What follows belongs to an exercise in optimizing a design on an open flow for small area, a short achievable clock period and few clock cycles; a production flow would make more cautious choices.
The RTL was checked by simulation tests, not by an equivalence proof against the original design.
Power and IR drop assume default switching activity.

Setup of job 6281:
==> flow/design.v <==
package lcg_pkg;
	localparam int REG_W = 5;
	localparam int VAL_W = 32;
	localparam int POS_W = 4;
	localparam int NPOS  = 16;
endpackage
module lcg_cell (
	input  logic [15:0] s,
	input  logic [3:0]  p,
	input  logic [3:0]  h,
	input  logic [3:0]  top,      
	output logic [15:0] nxt,
	output logic        has_next,  
	output logic        at_top,
	output logic [3:0]  p_nxt,
	output logic [3:0]  h_nxt
);
	logic [15:0] below, above, le, q;
	logic        q_any;
	logic [3:0]  qhi;
	always_comb begin
		for (int i = 0; i < 16; i++) begin
			below[i] = 4'(i) < p;
			above[i] = 4'(i) > p;
			le[i]    = 4'(i) <= h;
		end
		q   = s & below;
		nxt = q | (above & le);
		q_any = |q;
		qhi = '0;
		for (int i = 0; i < 16; i++) if (q[i]) qhi = 4'(i);
		at_top   = h == top;
		has_next = !(at_top && !q_any);
		p_nxt    = at_top ? qhi : h;
		h_nxt    = at_top ? (h + 4'd1 - p) : (h + 4'd1);
	end
endmodule
module lcg_ram (
	input  logic        clk,
	input  logic        arst_n,
	input  logic        we,       
	input  logic        ws,
	input  logic [31:0] wdata,
	output logic [3:0]  ph,
	input  logic [15:0] rsel,
	output logic [31:0] rdata
);
	logic [31:0] ring_q [16];
	logic [3:0]  ph_q;
	assign ph = ph_q;
	always_ff @(posedge clk or negedge arst_n) begin
		if (!arst_n) ph_q <= 4'd1;
		else         ph_q <= ph_q + 4'd1;
	end
	always_ff @(posedge clk) begin
		for (int s = 0; s < 16; s++) begin
			if (s == 0 && we && !ws)      ring_q[s] <= wdata;
			else if (s == 8 && we && ws)  ring_q[s] <= wdata;
			else                          ring_q[s] <= ring_q[(s + 1) % 16];
		end
	end
	always_comb begin
		rdata = '0;
		for (int s = 0; s < 16; s++) rdata = rdata | (ring_q[s] & {32{rsel[s]}});
	end
endmodule
module lex_combination_generator_top
#(
	parameter int MAX_LIST   = 16,
	parameter int MAX_CHOOSE = 16
) (
	input  logic               clk,
	input  logic               arst_n,
	input  logic               psel,
	input  logic               penable,
	input  logic               pwrite,
	input  logic [2:0]         paddr,
	input  logic [31:0]        pwdata,
	output logic [31:0]        prdata,
	output logic               pready,
	input  logic               in_valid,
	output logic               in_stall,
	input  logic               command,
	input  logic [3:0]         load_index,
	input  logic signed [31:0] load_value,
	output logic               out_valid,
	input  logic               out_stall,
	output logic signed [31:0] elem_value,
	output logic [3:0]         elem_position,
	output logic               found,
	output logic               empty_comb,
	output logic               last
);
	logic [4:0]  n_q, k_q;
	logic [4:0]  n_eff, k_eff, wk_eff;
	logic [3:0]  n_top;
	logic [15:0] kth, wr_kth;
	logic        k_gt_n, k_zero, k_eq_n;
	logic        started_q, exh_q, has_q, fix_q;
	logic        busy_q, jsp_q, jf_q;
	logic [15:0] jm_q, nm_q;
	logic [3:0]  p_q, h_q;
	logic        ov_q, shown_q;
	logic [15:0] sel_q;
	logic [3:0]  pos_q;
	logic        fnd_q, emp_q, last_q;
	logic        cfg_wr, acc_ld, acc_nx, ol, normal, jm_ge2, spec_f, emit_n;
	logic        ld_ok, busy_d, ov_d;
	logic [3:0]  wd;
	logic [15:0] low, rest, succ;
	logic        succ_has, succ_top;
	logic [3:0]  succ_p, succ_h;
	logic [31:0] rd_val;
	logic [3:0]  rd_pos, ph, slot;
	assign n_eff  = (n_q > 5'd16) ? 5'd16 : n_q;
	assign k_eff  = (k_q > 5'd16) ? 5'd16 : k_q;
	assign wk_eff = (pwdata[4:0] > 5'd16) ? 5'd16 : pwdata[4:0];
	assign n_top  = 4'(n_eff - 5'd1);
	assign k_gt_n = k_eff > n_eff;
	assign k_eq_n = k_eff == n_eff;
	assign k_zero = k_q == 5'd0;
	always_comb begin
		for (int i = 0; i < 16; i++) begin
			kth[i]    = 5'(i) < k_q;
			wr_kth[i] = 5'(i) < pwdata[4:0];
		end
	end
	assign pready = 1'b1;
	assign prdata = {27'd0, paddr[2] ? k_q : n_q};
	assign cfg_wr = psel & penable & pwrite;
	assign wd     = {load_index[3] ^ ph[3], 3'd0};
	assign ld_ok  = (load_index[2:0] == ph[2:0]) & ~(ov_q & (sel_q[9] | sel_q[1]));
	assign in_stall = busy_q | (~command & ~ld_ok);
	assign acc_ld = in_valid & ~command & ~busy_q & ld_ok;
	assign acc_nx = in_valid & command & ~busy_q;
	assign ol     = ~ov_q | ~out_stall;
	assign normal = ~exh_q & (started_q | (~k_gt_n & ~k_zero));
	assign spec_f = ~exh_q & ~started_q & k_zero;
	always_comb begin
		logic seen;
		seen = 1'b0;
		for (int i = 0; i < 16; i++) begin
			low[i] = jm_q[i] & ~seen;
			seen   = seen | jm_q[i];
		end
	end
	assign rest   = jm_q & ~low;
	assign jm_ge2 = |rest;
	always_comb begin
		rd_pos = '0;
		for (int i = 0; i < 16; i++) if (low[i]) rd_pos = rd_pos | 4'(i);
	end
	lcg_cell u_succ (
		.s        (jm_q),
		.p        (p_q),
		.h        (h_q),
		.top      (n_top),
		.nxt      (succ),
		.has_next (succ_has),
		.at_top   (succ_top),
		.p_nxt    (succ_p),
		.h_nxt    (succ_h)
	);
	lcg_ram u_list (
		.clk    (clk),
		.arst_n (arst_n),
		.we     (acc_ld),
		.ws     (wd[3]),
		.wdata  (load_value),
		.ph     (ph),
		.rsel   (sel_q),
		.rdata  (rd_val)
	);
	assign slot   = rd_pos - ph;
	assign emit_n = busy_q ? ~jsp_q : (acc_nx & normal);
	assign ov_d = ol ? (busy_q | acc_nx) : ov_q;
	always_comb begin
		busy_d = busy_q;
		if (busy_q) begin
			if (ol && (jsp_q || !jm_ge2)) busy_d = 1'b0;
		end else if (acc_nx) begin
			busy_d = normal ? (~ol | jm_ge2) : ~ol;
		end
	end
	always_ff @(posedge clk or negedge arst_n) begin
		if (!arst_n) begin
			ov_q    <= 1'b0;
			busy_q  <= 1'b0;
		end else begin
			ov_q    <= ov_d;
			busy_q  <= busy_d;
		end
	end
	always_ff @(posedge clk) begin
		if (ol) begin
			sel_q   <= emit_n ? (16'd1 << slot) : 16'd0;
			shown_q <= emit_n;
			pos_q   <= emit_n ? rd_pos : 4'd0;
			fnd_q   <= emit_n | (busy_q ? jf_q : spec_f);
			emp_q   <= ~emit_n & (busy_q ? jf_q : spec_f);
			last_q  <= ~emit_n | ~jm_ge2;
		end else begin
			sel_q <= {sel_q[0], sel_q[15:1]};
		end
	end
	always_ff @(posedge clk or negedge arst_n) begin
		if (!arst_n) begin
			n_q       <= '0;
			k_q       <= '0;
			started_q <= 1'b0;
			exh_q     <= 1'b0;
			jsp_q     <= 1'b0;
			fix_q     <= 1'b0;
		end else begin
			fix_q <= 1'b0;
			if (cfg_wr) begin
				if (paddr[2]) k_q <= pwdata[4:0];
				else          n_q <= pwdata[4:0];
				started_q <= 1'b0;
				exh_q     <= 1'b0;
			end
			if (busy_q) begin
				if (ol && jsp_q) jsp_q <= 1'b0;
			end else if (acc_ld) begin
				started_q <= 1'b0;
				exh_q     <= 1'b0;
			end else if (acc_nx) begin
				started_q <= 1'b1;
				exh_q     <= ~normal | (started_q ? ~has_q : k_eq_n);
				if (normal) begin
					fix_q <= succ_top;
				end else begin
					jsp_q <= ~ol;
				end
			end
		end
	end
	always_ff @(posedge clk) begin
		if (!busy_q && acc_nx) begin
			jf_q  <= spec_f;
			nm_q  <= succ;
			has_q <= succ_has;
		end
		if (cfg_wr) begin
			jm_q <= paddr[2] ? wr_kth : kth;
		end else if (busy_q) begin
			if (ol && !jsp_q) jm_q <= jm_ge2 ? rest : nm_q;
		end else if (acc_ld) begin
			jm_q <= kth;
		end else if (acc_nx && normal && ol) begin
			jm_q <= jm_ge2 ? rest : {jm_q[14:0], 1'b0};
		end
		if (cfg_wr) begin
			p_q <= 4'(paddr[2] ? wk_eff - 5'd1 : k_eff - 5'd1);
			h_q <= 4'(paddr[2] ? wk_eff : k_eff);
		end else if (!busy_q && acc_ld) begin
			p_q <= 4'(k_eff - 5'd1);
			h_q <= 4'(k_eff);
		end else if (!busy_q && acc_nx && normal) begin
			p_q <= succ_p;
			h_q <= succ_h;
		end else if (fix_q) begin
			h_q <= h_q + p_q;
		end
	end
	assign out_valid     = ov_q;
	assign elem_value    = rd_val;
	assign elem_position = pos_q;
	assign found         = fnd_q;
	assign empty_comb    = emp_q;
	assign last          = last_q;
endmodule
Settings: LEC_CHECK=0, CAP_MARGIN=20, CORE_MARGIN=2, CORE_UTILIZATION=55, SETUP_SLACK_MARGIN=2.85, SLEW_MARGIN=20; clock period 6.0 ns.
standard.sh (not shown) runs the stock make flow with config.mk's settings and CLKGATE_MAP_FILE= SYNTH_SCRIPT=/design/flow/synth_recipe.tcl, a recipe that flattens the netlist after the stock synthesis.
==> flow/flow/run.sh <==
#!/bin/bash
# The standard layout, except that the clock tree is built from clkbuf_8 cells and
# without dummy load cells, and the ports are buffered with buf_2 cells. Each tool's output
# goes to the ORFS logs under orfs/logs/; the make output goes to standard.log here.
set -euo pipefail
export CTS_ARGS="-sink_clustering_enable -repair_clock_nets -dont_use_dummy_load -buf_list sky130_fd_sc_hd__clkbuf_8"
export BUFFER_PORTS_ARGS="-buffer_cell sky130_fd_sc_hd__buf_2"
bash standard.sh > standard.log 2>&1
Job 6281 finished all stages; the layout is clean.
Testbench counts of job 6281, summed over its fixed seeds: cycles 17,050.
Inputs modified between job 6281 and job 8359:
Settings: SETUP_SLACK_MARGIN now 2.8, was 2.85.
==> flow/flow/run.sh <==
#!/bin/bash
# The standard layout, except that the clock tree is built from clkbuf_8 cells and
# without dummy load cells, and the ports are buffered with buf_1 cells. Each tool's output
# goes to the ORFS logs under orfs/logs/; the make output goes to standard.log here.
set -euo pipefail
export CTS_ARGS="-sink_clustering_enable -repair_clock_nets -dont_use_dummy_load -buf_list sky130_fd_sc_hd__clkbuf_8"
export BUFFER_PORTS_ARGS="-buffer_cell sky130_fd_sc_hd__buf_1"
bash standard.sh > standard.log 2>&1
### Flow results
Of job 6281 and job 8359, the higher global-route usage over all layers belongs to job 6281. Job 8359 vs job 6281, core utilization went down by 0.87 points. Looking at job 6281 and job 8359, the insertion delay of the later-clocked pin in the worst-skew pair is a wash. Between job 6281 and job 8359, the die area figures differ only marginally. The highest cell delay on the worst timing path of job 8359 and that of job 6281 are within noise of each other. Post-route cell area: job 8359 lower than job 6281. In job 8359 relative to job 6281, final cell count had gone down slightly. Summary of the comparison: layout-stage area growth over the synthesis result is lower in job 8359, relative to job 6281. Via count of the first global-routing pass, job 8359 vs job 6281: down slightly.
### job 8359 -> job 7536
Settings: SETUP_SLACK_MARGIN: 2.8 -> 2.65.
==> flow/flow/run.sh <==
#!/bin/bash
# The standard layout, except that the clock tree is built from clkbuf_8 cells and
# without dummy load cells, and the ports are buffered with buf_2 cells. Each tool's output
# goes to the ORFS logs under orfs/logs/; the make output goes to standard.log here.
set -euo pipefail
export CTS_ARGS="-sink_clustering_enable -repair_clock_nets -dont_use_dummy_load -buf_list sky130_fd_sc_hd__clkbuf_8"
export BUFFER_PORTS_ARGS="-buffer_cell sky130_fd_sc_hd__buf_2"
bash standard.sh > standard.log 2>&1
Results
Summary of job 7536 over job 8359: maximum fanout encountered on the critical timing path lost 1, setup slack lost 0.072 ns, total negative slack neither gained nor lost much, fraction of power consumed by combinational cells lost 2.7 points, net total in the final layout lost 80.
#### Input delta (job 1531 over job 7536)
Settings: swapping 2.65 for 2.5 in SETUP_SLACK_MARGIN.
## What came out
Job 1531 | stages: all done | timing, DRC, antenna: all pass
Between job 7536 and job 1531, the total global-route track usage figures differ only marginally.
Area of combinational cells with multiple inputs ends up lower on job 1531.
Compared to job 7536, the routing of job 1531 uses less wire.
Job 1531 ends up with a initial antenna violation count that is 1 higher than in job 7536.
For the longest individual stage delay on the worst path, job 1531 came in 0.17 ns higher than job 7536 did.
Setup WNS job 7536 -> job 1531: worse
Compare job 1531 and job 7536 | count of vias placed by the detailed router higher: job 7536
Against job 7536, the final cell area of job 1531 is lower.
Global-route wire length before repair: job 7536 vs job 1531, no meaningful difference
Inputs modified between job 1531 and job 8225:
Settings: a change of SETUP_SLACK_MARGIN from 2.5 to 2.75; an added ABC_AREA of 1.
==> flow/flow/run.sh <==
#!/bin/bash
# The standard layout, except that the clock tree is built from clkbuf_8 cells and
# without dummy load cells. Each tool's output goes to the ORFS logs under orfs/logs/; the
# make output goes to standard.log here.
set -euo pipefail
export CTS_ARGS="-sink_clustering_enable -repair_clock_nets -dont_use_dummy_load -buf_list sky130_fd_sc_hd__clkbuf_8"
bash standard.sh > standard.log 2>&1
Results
Job 8225 completed end to end with timing, DRC and antenna clean.
The uppermost metal layer occupied by signal nets comes out met4 in one run and met5 in the other, namely in job 8225 and job 1531 respectively.
Higher cell count along the critical path goes to job 8225 over job 1531.
Sort job 8225 and job 1531 by arrival time of data at the critical path endpoint desc -> top: job 1531
On job 8225: total global routing track utilization is 1.5 points higher than what job 1531 gave.
#### Input delta (job 9723 over job 8225)
Settings: ABC_AREA removed (was 1); SETUP_SLACK_MARGIN changed from 2.75 to 2.58.
==> flow/flow/run.sh <==
#!/bin/bash
# The standard layout, except that the clock tree is built from clkbuf_8 cells and
# without dummy load cells, and the ports are buffered with buf_2 cells. Each tool's output
# goes to the ORFS logs under orfs/logs/; the make output goes to standard.log here.
set -euo pipefail
export CTS_ARGS="-sink_clustering_enable -repair_clock_nets -dont_use_dummy_load -buf_list sky130_fd_sc_hd__clkbuf_8"
export BUFFER_PORTS_ARGS="-buffer_cell sky130_fd_sc_hd__buf_2"
bash standard.sh > standard.log 2>&1
Notes after the runs:
Per the final summary, job 9723 finished and its layout is clean on timing, DRC and antenna.
[job 9723 vs job 8225] number of iterations in the first detailed-routing pass: higher in job 9723
Finished layout cell area was higher in job 8225 than in job 9723.
A capturing element of the worst setup path of elem_value[24] is what job 9723 shows, while elem_value[31] belongs to job 8225.
Job 9723 vs. job 8225: overall power consumption went down by 2.3%.
On area growth from synthesis to final layout: job 9723 sits below job 8225.

-- separate check: timing with driven ports --
In the flow no input, the clock included, has a driving cell. The finished layouts below were timed again as built, in two steps. Step 1 assumes that a clkbuf_16 drives the clock port and a buf_2 every other input. Step 2 times the ports against the registers' clock, not the clock port: input delays grow and output delays shrink by t, the midpoint of the rising clock arrivals with the driver on. a / b / c = ideal / step 1 / step 2; a / b = the first two.
| run | shift t [ns] | setup WS [ns] | hold WS [ns] | worst slew at a driven data input, ns | pins driven straight from the clock port |
|---|---|---|---|---|---|
| job 6281 | 0.687 | 2.780 / 2.723 / 2.243 | 0.330 / 0.330 / 0.330 | 0.07 | 1 |
| job 8359 | 0.678 | 2.793 / 2.738 / 2.369 | 0.315 / 0.315 / 0.315 | 0.07 | 1 |
| job 7536 | 0.678 | 2.720 / 2.686 / 2.087 | 0.316 / 0.316 / 0.316 | 0.08 | 1 |
| job 1531 | 0.668 | 2.573 / 2.549 / 2.081 | 0.322 / 0.322 / 0.322 | 0.08 | 1 |
| job 8225 | 0.681 | 2.600 / 2.548 / 2.246 | 0.316 / 0.316 / 0.316 | 0.04 | 1 |
| job 9723 | 0.670 | 2.582 / 2.531 / 2.078 | 0.321 / 0.321 / 0.321 | 0.08 | 1 |
After both steps every run listed still meets setup and hold. The setup slack of job 7536, which loses most, moves by -0.034 ns with the drivers and by -0.633 ns with both steps.
